This design comes from an exercise in tuning for small area, a short achievable clock period and few clock cycles per item on the open sky130 flow, not from production work.
Function was checked by simulation only, so behaviour that the tests miss may differ from the original.

==> flow/design.v, too long to show whole: its modules and the start of the top module <==
// module asl_cordic: 349 lines
// module asl_slew_mul: 1828 lines
// module angle_slew_limiter_unit: 1893 lines
module angle_slew_limiter_unit
(
    input  logic                                   clk,
    input  logic                                   rst_n,
    input  logic                                   cfg_valid,
    output logic                                   cfg_ready,
    input  logic [asl_pkg::RATE_W-1:0]             cfg_max_rate,
    input  logic                                   frame_valid,
    output logic                                   frame_ready,
    input  logic signed [asl_pkg::VEC_WIDTH-1:0]   frame_tgt_x,
    input  logic signed [asl_pkg::VEC_WIDTH-1:0]   frame_tgt_y,
    input  logic signed [asl_pkg::VEC_WIDTH-1:0]   frame_src_x,
    input  logic signed [asl_pkg::VEC_WIDTH-1:0]   frame_src_y,
    input  logic [asl_pkg::STAMP_W-1:0]            frame_stamp_us,
    output logic                                   result_valid,
    input  logic                                   result_ready,
    output logic signed [asl_pkg::OUT_ANGLE_W-1:0] result_angle,
    output logic                                   result_was_limited,
    output logic                                   result_was_held
);
  // ...
==> flow/run.sh <==
#!/bin/bash
# synth_recipe.tcl (not shown) runs the flow's synth.tcl, then flattens the netlist and writes it again
# the make line also repeats each setting of config.mk as NAME=value (left out here)
make -C /OpenROAD-flow-scripts/flow DESIGN_CONFIG=/design/flow/config.mk WORK_HOME=/design/flow/orfs CLKGATE_MAP_FILE= SYNTH_SCRIPT=/design/flow/synth_recipe.tcl finish
==> flow/config.mk <==
export PLATFORM = sky130hd
export DESIGN_NAME = angle_slew_limiter_unit
export DESIGN_NICKNAME = angle_slew_limiter_unit
export VERILOG_FILES = /design/flow/design.v
export SDC_FILE = /design/flow/constraint.sdc
export NUM_CORES = 4
export LEC_CHECK = 0
export ABC_AREA = 1
export ABC_CLOCK_PERIOD_IN_PS = 4000
export CAP_MARGIN = 20
export CORE_MARGIN = 2
export CORE_UTILIZATION = 45
export CTS_BUF_LIST = sky130_fd_sc_hd__clkbuf_8
export CTS_CLUSTER_SIZE = 20
export SETUP_SLACK_MARGIN = 3.6
export SLEW_MARGIN = 20
==> flow/constraint.sdc <==
create_clock -name core_clock -period 7.5 [get_ports {clk}]
set_input_delay 1.5000 -clock core_clock [delete_from_list [all_inputs] [get_ports {clk}]]
set_output_delay 1.5000 -clock core_clock [all_outputs]
set_load 0.01 [all_outputs]
==> flow_metrics.py, run 1 <==
metrics = {
    "floorplan": {
        "nWellTaps": 3185,
        "io_pins": 154,
    },
    "cells_and_area": {
        "top_register": "mem",
        "num-clock-buffers": 413,
        "seq_area_um2": 41600,
        "layout_commonest_cell": "inv_1",
        "clock_area_share_pct": 5.49,
        "multi_input_area_share_pct": 50.2,
        "reg.largest.list": "mem (288), lim_p (195)",
    },
    "routing": {
        "dr_wl_met2_um": 131000,
        "wl_per_cell_um": 17.4,
        "wl_met3_um": 15000,
        "antenna_left": 0,
    },
    "global_routing": {
        "overflow": 0,
        "use_met2_pct": 36.9,
    },
    "placed_design": {
        "dp_hpwl_um": 203000,
        "placedCellCount": 14966,
        "gp_congestion": 0.920,
    },
    "timing": {
        "final_hold_viol_count": 0,
        "fin_skew_ns": 0.117,
        "period_minus_slack_ns": 4.14,
    },
    "synth": {
        "yosys-top-cells-area": "dfxtp_1 27%, fa_1 10%, ha_1 10%, xor2_1 9.3%, edfxtp_1 8.5%",
        "synth-seq-cells": 1888,
        "synth_common_cells": "1664 x nand2_1, 1537 x inv_1, 1464 x dfxtp_1",
        "synth_seq_area_share_pct": 38.2,
        "synth_cell_types": 77,
    },
    "cts": {
        "clock_latency_ns": 1.13,
        "clockBufferDepth": 4,
        "post_cts_buffers": 87,
    },
    "worst_hold_path": {
        "min-delay-path-class": "reg -> reg",
        "hold_path_depth": 0,
    },
    "setup_path": {
        "cpPeakStageDelay_ns": 0.52,
        "reg2reg_slack_ns": 3.36,
    },
    "run_status": {
        "status": "timing/DRC/antenna clean",
    },
}
Testbench counts, summed over its fixed seeds: cycles 2,592, items 2,048.
==> run 2, diff against run 1 <==
--- a/flow/config.mk
+++ b/flow/config.mk
@@ -10,7 +10,5 @@
 export CAP_MARGIN = 20
 export CORE_MARGIN = 2
 export CORE_UTILIZATION = 45
-export CTS_BUF_LIST = sky130_fd_sc_hd__clkbuf_8
-export CTS_CLUSTER_SIZE = 20
-export SETUP_SLACK_MARGIN = 3.6
+export SETUP_SLACK_MARGIN = 3.3
 export SLEW_MARGIN = 20
==> run 2 against run 1 <==
Clock skew down 0.067 ns. Critical endpoint is now out_q[11]. Register-to-register slack hardly changed. Largest cell class unchanged. Critical path type unchanged. Design area shrank 1.7%. Die area did not move. Critical path depth rose by 1. Final cell count decreased by 2.1%. Non-clock buffer count down 130.
==> flow_metrics.py, run 2 <==
metrics = {
    "run_status": {
        "status": "timing/DRC/antenna clean",
    },
    "setup_path": {
        "path_depth": 25,
        "critPathCaptureType": "flip-flop",
        "critPathArrivalTime_ns": 4.75,
        "crit_path_start_kind": "flip-flop",
        "critPathRequiredTime_ns": 8.11,
        "path_common_cell": "nand2_1",
        "slowest_stage": "dfrtp_4",
        "cpPeakStageDelay_ns": 0.50,
        "cp_num_buf_inv": 2,
        "critPathTopFamily": "simple AND/OR/NAND/NOR gates",
        "r2r_cells": 25,
        "worst-setup-path-type": "reg -> reg",
        "critical_path.max_fanout": 7,
    },
    "floorplan": {
        "die_h_um": 495,
        "start_util_pct": 45.2,
        "fp.coreArea_um2": 240000,
        "fp.dieW_um": 495,
        "dieArea_um2": 245000,
        "io_pins": 154,
        "rows": 180,
    },
    "timing": {
        "maxSlewViolCount": 0,
        "final_hold_viol_count": 0,
        "setup_viol": 0,
        "fin_skew_ns": 0.0494,
        "period_minus_slack_ns": 4.15,
        "relSlewSlack_pct": 22.8,
        "period_share_pct": 55.3,
        "tns_ns": 0,
        "rsz0062_at_grt": "yes",
        "fmax_mhz": 241,
        "setup_ws_ns": 3.35,
        "tightest_slew_ns": 1.16,
        "whs_ns": 0.297,
    },
    "routing": {
        "wl_per_cell_um": 17.4,
        "num_vias": 79539,
        "wl_met3_um": 12700,
        "wl_met1_um": 121000,
        "dr.pass1.iters": 7,
        "antenna_left": 0,
        "finalWirelength_um": 269000,
        "viasPerCell": 5.14,
        "post-route-drc-count": 0,
        "dr_wl_met2_um": 129000,
        "drtIter0Drc": 4728,
        "top_layer": "met4",
    },
    "synth": {
        "synth_common_cells": "1664 x nand2_1, 1537 x inv_1, 1464 x dfxtp_1",
        "netlist.area_leader.share_pct": 27.0,
        "synth-seq-cells": 1888,
        "synth_cells": 11854,
        "synth_seq_area_share_pct": 38.2,
        "syn_avg_cell_area_um2": 9.16,
        "synthArstFlopShare_pct": 6.14,
        "yosysWarningCount": 6,
        "synth_enable_flop_cells": 308,
        "synthesis.area_um2": 109000,
        "yosys-top-cells-area": "dfxtp_1 27%, fa_1 10%, ha_1 10%, xor2_1 9.3%, edfxtp_1 8.5%",
        "synth_cell_types": 77,
        "synthFlopType": "dfxtp_1",
        "synth_top_area_cell": "dfxtp_1",
        "yosysMostFrequentCell": "nand2_1",
    },
    "cts": {
        "clockBufferDepth": 3,
        "cts_max_level": 4,
        "cts_hold_buf": 0,
        "clkTransAtPathRegs_ns": 0.06,
        "cts_buffers": 207,
        "cts_tree": "done",
        "clock_latency_ns": 0.87,
        "root_buffer": "clkbuf_16",
        "numClockSinks": 1888,
    },
    "placed_design": {
        "dp_hpwl_um": 202000,
        "place_ws_ns": 1.79,
        "portBuffers": 152,
        "gp_congestion": 0.904,
    },
    "cells_and_area": {
        "drive_gt1_share_pct": 7.96,
        "top_register": "mem",
        "reg.largest.list": "mem (288), lim_p (195)",
        "largest_reg_flops": 288,
        "layout_common_cells": "1590 x nand2_1, 1507 x inv_1, 1453 x dfxtp_1",
        "layout_commonest_cell": "nand2_1",
        "nets": 13658,
        "syn_to_final_growth_pct": 13.9,
    },
    "job": {
        "maxCapViolCount": 0,
    },
    "global_routing": {
        "grt_max_degree": 108,
        "overflow": 0,
        "grt_antenna_before_repair": 6,
        "grt_pass1_vias": 80239,
        "grt.total_usage_pct": 21.6,
        "grt_pass1_wl_um": 429000,
    },
    "worst_hold_path": {
        "hold_path_depth": 0,
        "min-delay-path-class": "reg -> reg",
    },
}
run 2: routing by layer:
layer  up-vias  GRT usage, %
met1     37921          28.7
li1      39361             -
met5         -             0
met2      1817          37.0
met3       440          2.93
met4         0          5.64
run 2: cells by family (layout without fill, tap and decap cells):
logic type,after synthesis,count (layout),share of synthesized area [%]
compound gates,1892,1892,10.0
xor+xnor,1500,1500,12.2
fa+ha+maj,1411,1411,20.0
buf+inv,1854,2293,6.47
flops,1888,1888,38.2
mux,4,4,0.0369
other cells,2,7,0.00691
simple gates,3303,3306,13.1
run 2: worst paths after layout:
path | start | to | slack [ns]
min reg2reg | u_cor_t.rd_9[7] | u_cor_t.rd_10[7] | 0.30
min in group asynchronous | rst_n | fcnt_q[3] | 0.59
max in group asynchronous | rst_n | rate_q[13] | 5.52
min | u_cor_t.rd_9[7] | u_cor_t.rd_10[7] | 0.30
max | cur_q[1] | out_q[11] | 3.35
max reg2reg | cur_q[1] | out_q[11] | 3.35
run 2: cell type report:
type	count	area, µm²
repair inverters	1	5.00
multi-input cells	8116	61700
repair buffers	317	3000
inverters	1583	6000
clock inverters	125	1820
clock buffers	267	5740
diodes	4	10.0
flip-flops and latches	1888	41500
fillers	21876	117000
well taps	3185	3990
run 2: timing repair:
action,CTS,global route
setup endpoints to repair,144,153
pin swaps,40,122
gates resized for setup,151,281
setup buffers,54,65
cloned,3,4
run 2: metrics by stage:
stage	instance area [µm²]	utilization (%)	std cells
global route	124000	51.5	15484
finish	124000	51.5	15486
detailed placement	113000	47.2	14964
CTS	122000	50.8	15413
global placement	113000	47.2	14964
floorplan	109000	-	11855
==> run 3, diff against run 2 <==
--- a/flow/config.mk
+++ b/flow/config.mk
@@ -9,6 +9,6 @@
 export ABC_CLOCK_PERIOD_IN_PS = 4000
 export CAP_MARGIN = 20
 export CORE_MARGIN = 2
-export CORE_UTILIZATION = 45
-export SETUP_SLACK_MARGIN = 3.3
+export CORE_UTILIZATION = 50
+export SETUP_SLACK_MARGIN = 3.8
 export SLEW_MARGIN = 20
==> run 3 against run 2 <==
Still clean. Via count up 1.8%. Maximum frequency rose by 0.69%. Global-route usage rose by 2.1 points. Clock-buffer cell count up 8. Final cell count down 0.52%. Clock skew barely moved. Design area increased by 2.9%. Hold slack worse by 0.0080 ns. Critical endpoint is now out_q[4].
==> flow_metrics.py, run 3 <==
metrics = {
    "cells_and_area": {
        "layout_common_cells": "1527 x nand2_1, 1462 x inv_1, 1412 x dfxtp_1",
        "nets": 13928,
        "top_register": "mem",
        "fillerInstances": 18759,
        "largest_reg_flops": 288,
        "drive_gt1_share_pct": 12.7,
        "syn_to_final_growth_pct": 17.2,
        "seq_area_um2": 41600,
        "layout_commonest_cell": "nand2_1",
        "fin_cells": 15405,
        "reg.largest.list": "mem (288), lim_p (195)",
        "multi_input_area_um2": 63600,
    },
    "setup_path": {
        "worst-setup-path-type": "reg -> reg",
        "slowest_stage": "dfrtp_4",
        "critPathCaptureType": "flip-flop",
        "crit_path_cell_trace": "inv_2, fa_1, ha_4, nand2_1, o21a_1, nand2_2, a21oi_2, or4_4, a21oi_2, nor2_1, ha_1, nand2_1, nand3b_4, buf_8, buf_12, nand3_2, nand2_1, nand2_1, nand3_1, nand2_1, nand2_2, nand2_1, nand2_1, nand2_1",
        "reg2reg_slack_ns": 3.38,
        "critPathArrivalTime_ns": 4.73,
        "cpPeakStageDelay_ns": 0.48,
        "critical_path.max_fanout": 5,
        "critPathRequiredTime_ns": 8.11,
        "crit_path_start_kind": "flip-flop",
        "path_common_cell": "nand2_1",
        "r2r_cells": 24,
    },
    "synth": {
        "synth_cell_types": 77,
        "synth_enable_flop_cells": 308,
        "synth_seq_area_share_pct": 38.2,
        "synthArstFlopShare_pct": 6.14,
        "syn_avg_cell_area_um2": 9.16,
        "synthesis.area_um2": 109000,
        "synth_cells": 11854,
        "netlist.area_leader.share_pct": 27.0,
        "yosysMostFrequentCell": "nand2_1",
        "yosysWarningCount": 6,
        "synth_top_area_cell": "dfxtp_1",
        "synthFlopType": "dfxtp_1",
        "yosys-top-cells-area": "dfxtp_1 27%, fa_1 10%, ha_1 10%, xor2_1 9.3%, edfxtp_1 8.5%",
        "synth_common_cells": "1664 x nand2_1, 1537 x inv_1, 1464 x dfxtp_1",
        "synth-seq-cells": 1888,
    },
    "timing": {
        "maxSlewViolCount": 0,
        "relSlewSlack_pct": 27.5,
        "tns_ns": 0,
        "fin_skew_ns": 0.0493,
        "tightest_slew_ns": 1.09,
        "fmax_mhz": 243,
        "setup_viol": 0,
        "setup_ws_ns": 3.38,
        "final_hold_viol_count": 0,
        "period_share_pct": 54.9,
        "rsz0062_at_grt": "yes",
        "period_minus_slack_ns": 4.12,
    },
    "cts": {
        "root_buffer": "clkbuf_16",
        "cts_buffers": 200,
        "clockBufferDepth": 3,
        "clock_latency_ns": 0.86,
        "clkTransAtPathRegs_ns": 0.06,
        "numClockSinks": 1888,
        "cts_tree": "done",
        "cts_max_level": 4,
    },
    "routing": {
        "wl_met1_um": 119000,
        "wl_met3_um": 12700,
        "post-route-drc-count": 0,
        "antenna_left": 0,
        "dr_wl_met2_um": 129000,
        "top_layer": "met4",
        "drtIter0Drc": 5622,
        "num_vias": 80971,
        "dr.pass1.iters": 7,
        "viasPerCell": 5.26,
        "wl_per_cell_um": 17.6,
        "finalWirelength_um": 271000,
    },
    "placed_design": {
        "gp_congestion": 0.948,
        "dp_hpwl_um": 198000,
        "portBuffers": 152,
        "placedCellCount": 14636,
        "place_ws_ns": 2.47,
    },
    "global_routing": {
        "grt_antenna_before_repair": 4,
        "grt_pass1_vias": 80426,
        "grt_max_degree": 107,
        "overflow": 0,
        "grt_pass1_wl_um": 424000,
        "grt.total_usage_pct": 23.7,
    },
    "floorplan": {
        "io_pins": 154,
        "rows": 171,
        "start_util_pct": 50.2,
        "fp.coreArea_um2": 217000,
        "die_h_um": 470,
        "fp.dieW_um": 470,
        "dieArea_um2": 221000,
    },
    "worst_hold_path": {
        "min-delay-path-class": "reg -> reg",
        "hold_path_depth": 0,
    },
    "job": {
        "maxCapViolCount": 0,
    },
    "run_status": {
        "status": "timing/DRC/antenna clean",
    },
}
-- run 3: cell counts after synthesis --
No cell type changed its count.
-- run 3: critical path: cells and delay by family, from the launching register on --
family,cells,cell delay [ns]
DFF,1,0.48
adders and majority gates,3,1.03
and+or+nand+nor,15,1.56
AOI/OAI and AO/OA,3,0.43
buffers and inverters,3,0.36
-- run 3: cells by family after synthesis --
logic type               synth area share (%)
AO/OA/AOI/OAI                            10.0
XOR/XNOR                                 12.2
adder cells (fa/ha/maj)                  20.0
buffers and inverters                    6.47
flip-flops                               38.2
multiplexers                           0.0369
other                                 0.00691
AND/OR/NAND/NOR                          13.1
-- run 3: metrics by stage --
stage          hold WS (ns)  cell area [µm²]  utilization, %
2_1_floorplan         0.310           109000               -
3_3_place_gp          0.310           113000            52.2
3_5_place_dp          0.312           113000            52.2
4_1_cts               0.293           123000            56.9
5_1_grt               0.301           127000            58.8
6_report              0.289           127000            58.8
-- run 3: worst paths after layout --
| check | start | endpoint |
|---|---|---|
| setup / recovery | cur_q[6] | out_q[4] |
| hold / removal | u_cor_t.rd_7[1] | u_cor_t.rd_8[1] |
| setup reg to reg | cur_q[6] | out_q[4] |
| hold reg to reg | u_cor_t.rd_7[1] | u_cor_t.rd_8[1] |
| max in group asynchronous | rst_n | cur_q[11] |
| min in group asynchronous | rst_n | last_q[25] |
-- run 3: cell type report --
| class | count | share of cell area (%) |
|---|---|---|
| diodes | 1 | 0.00196 |
| well taps | 2854 | 2.80 |
| repair buffers | 581 | 4.25 |
| repair inverters | 2 | 0.00786 |
| clock inverters | 93 | 1.10 |
| inverters | 1583 | 4.75 |
| clock buffers | 275 | 4.49 |
| multi-input cells | 8128 | 49.9 |
| flip-flops and latches | 1888 | 32.7 |
-- run 3: repair_timing --
item                                    in CTS  in global routing
pin swaps                                  162                313
setup buffers                              150                218
hold buffers                                 0                  0
gates resized for setup                    400                566
cloned                                      19                 11
endpoints found under the setup margin     342                221
-- run 3: routing by layer --
layer / track usage (%) / vias up
li1: - / 39923
met1: 30.8 / 38468
met2: 40.4 / 2011
met3: 3.16 / 569
met4: 8.38 / 0
met5: 0 / -

==> separate check: timing with driven ports <==
The flow's constraints put no driver on any port. The routed layouts listed below were extracted and timed again, unchanged, in two steps. Step 1 (the two cells are an assumption about what drives the block):
set clk [get_ports {clk}]
set_driving_cell -lib_cell sky130_fd_sc_hd__clkbuf_16 $clk
set_driving_cell -lib_cell sky130_fd_sc_hd__buf_2 [delete_from_list [all_inputs] $clk]
Step 2 adds t to the input delays and takes it off the output delays; t is the mean of the earliest and latest rising clock arrival at the registers after step 1. Input paths then give back, and output paths get back, about the clock's delay inside the block. Three values: ideal, step 1, step 2; two values: the first two.
run | t (ns) | slack for setup (ns) | hold slack, ns | latest minus earliest clock arrival (ns) | worst slew at a driven data input, ns
run 1 | 1.151 | 3.358 / 3.358 / 2.803 | 0.291 / 0.291 / 0.291 | 0.149 / 0.149 | 0.09
run 2 | 0.936 | 3.352 / 3.352 / 2.710 | 0.297 / 0.297 / 0.297 | 0.057 / 0.056 | 0.09
run 3 | 0.933 | 3.380 / 3.380 / 3.030 | 0.289 / 0.289 / 0.289 | 0.059 / 0.059 | 0.05
After both steps setup and hold are still met in every run listed. The setup slack of run 2, which loses most, moves by 0.000 ns with the drivers and by -0.642 ns with both steps.
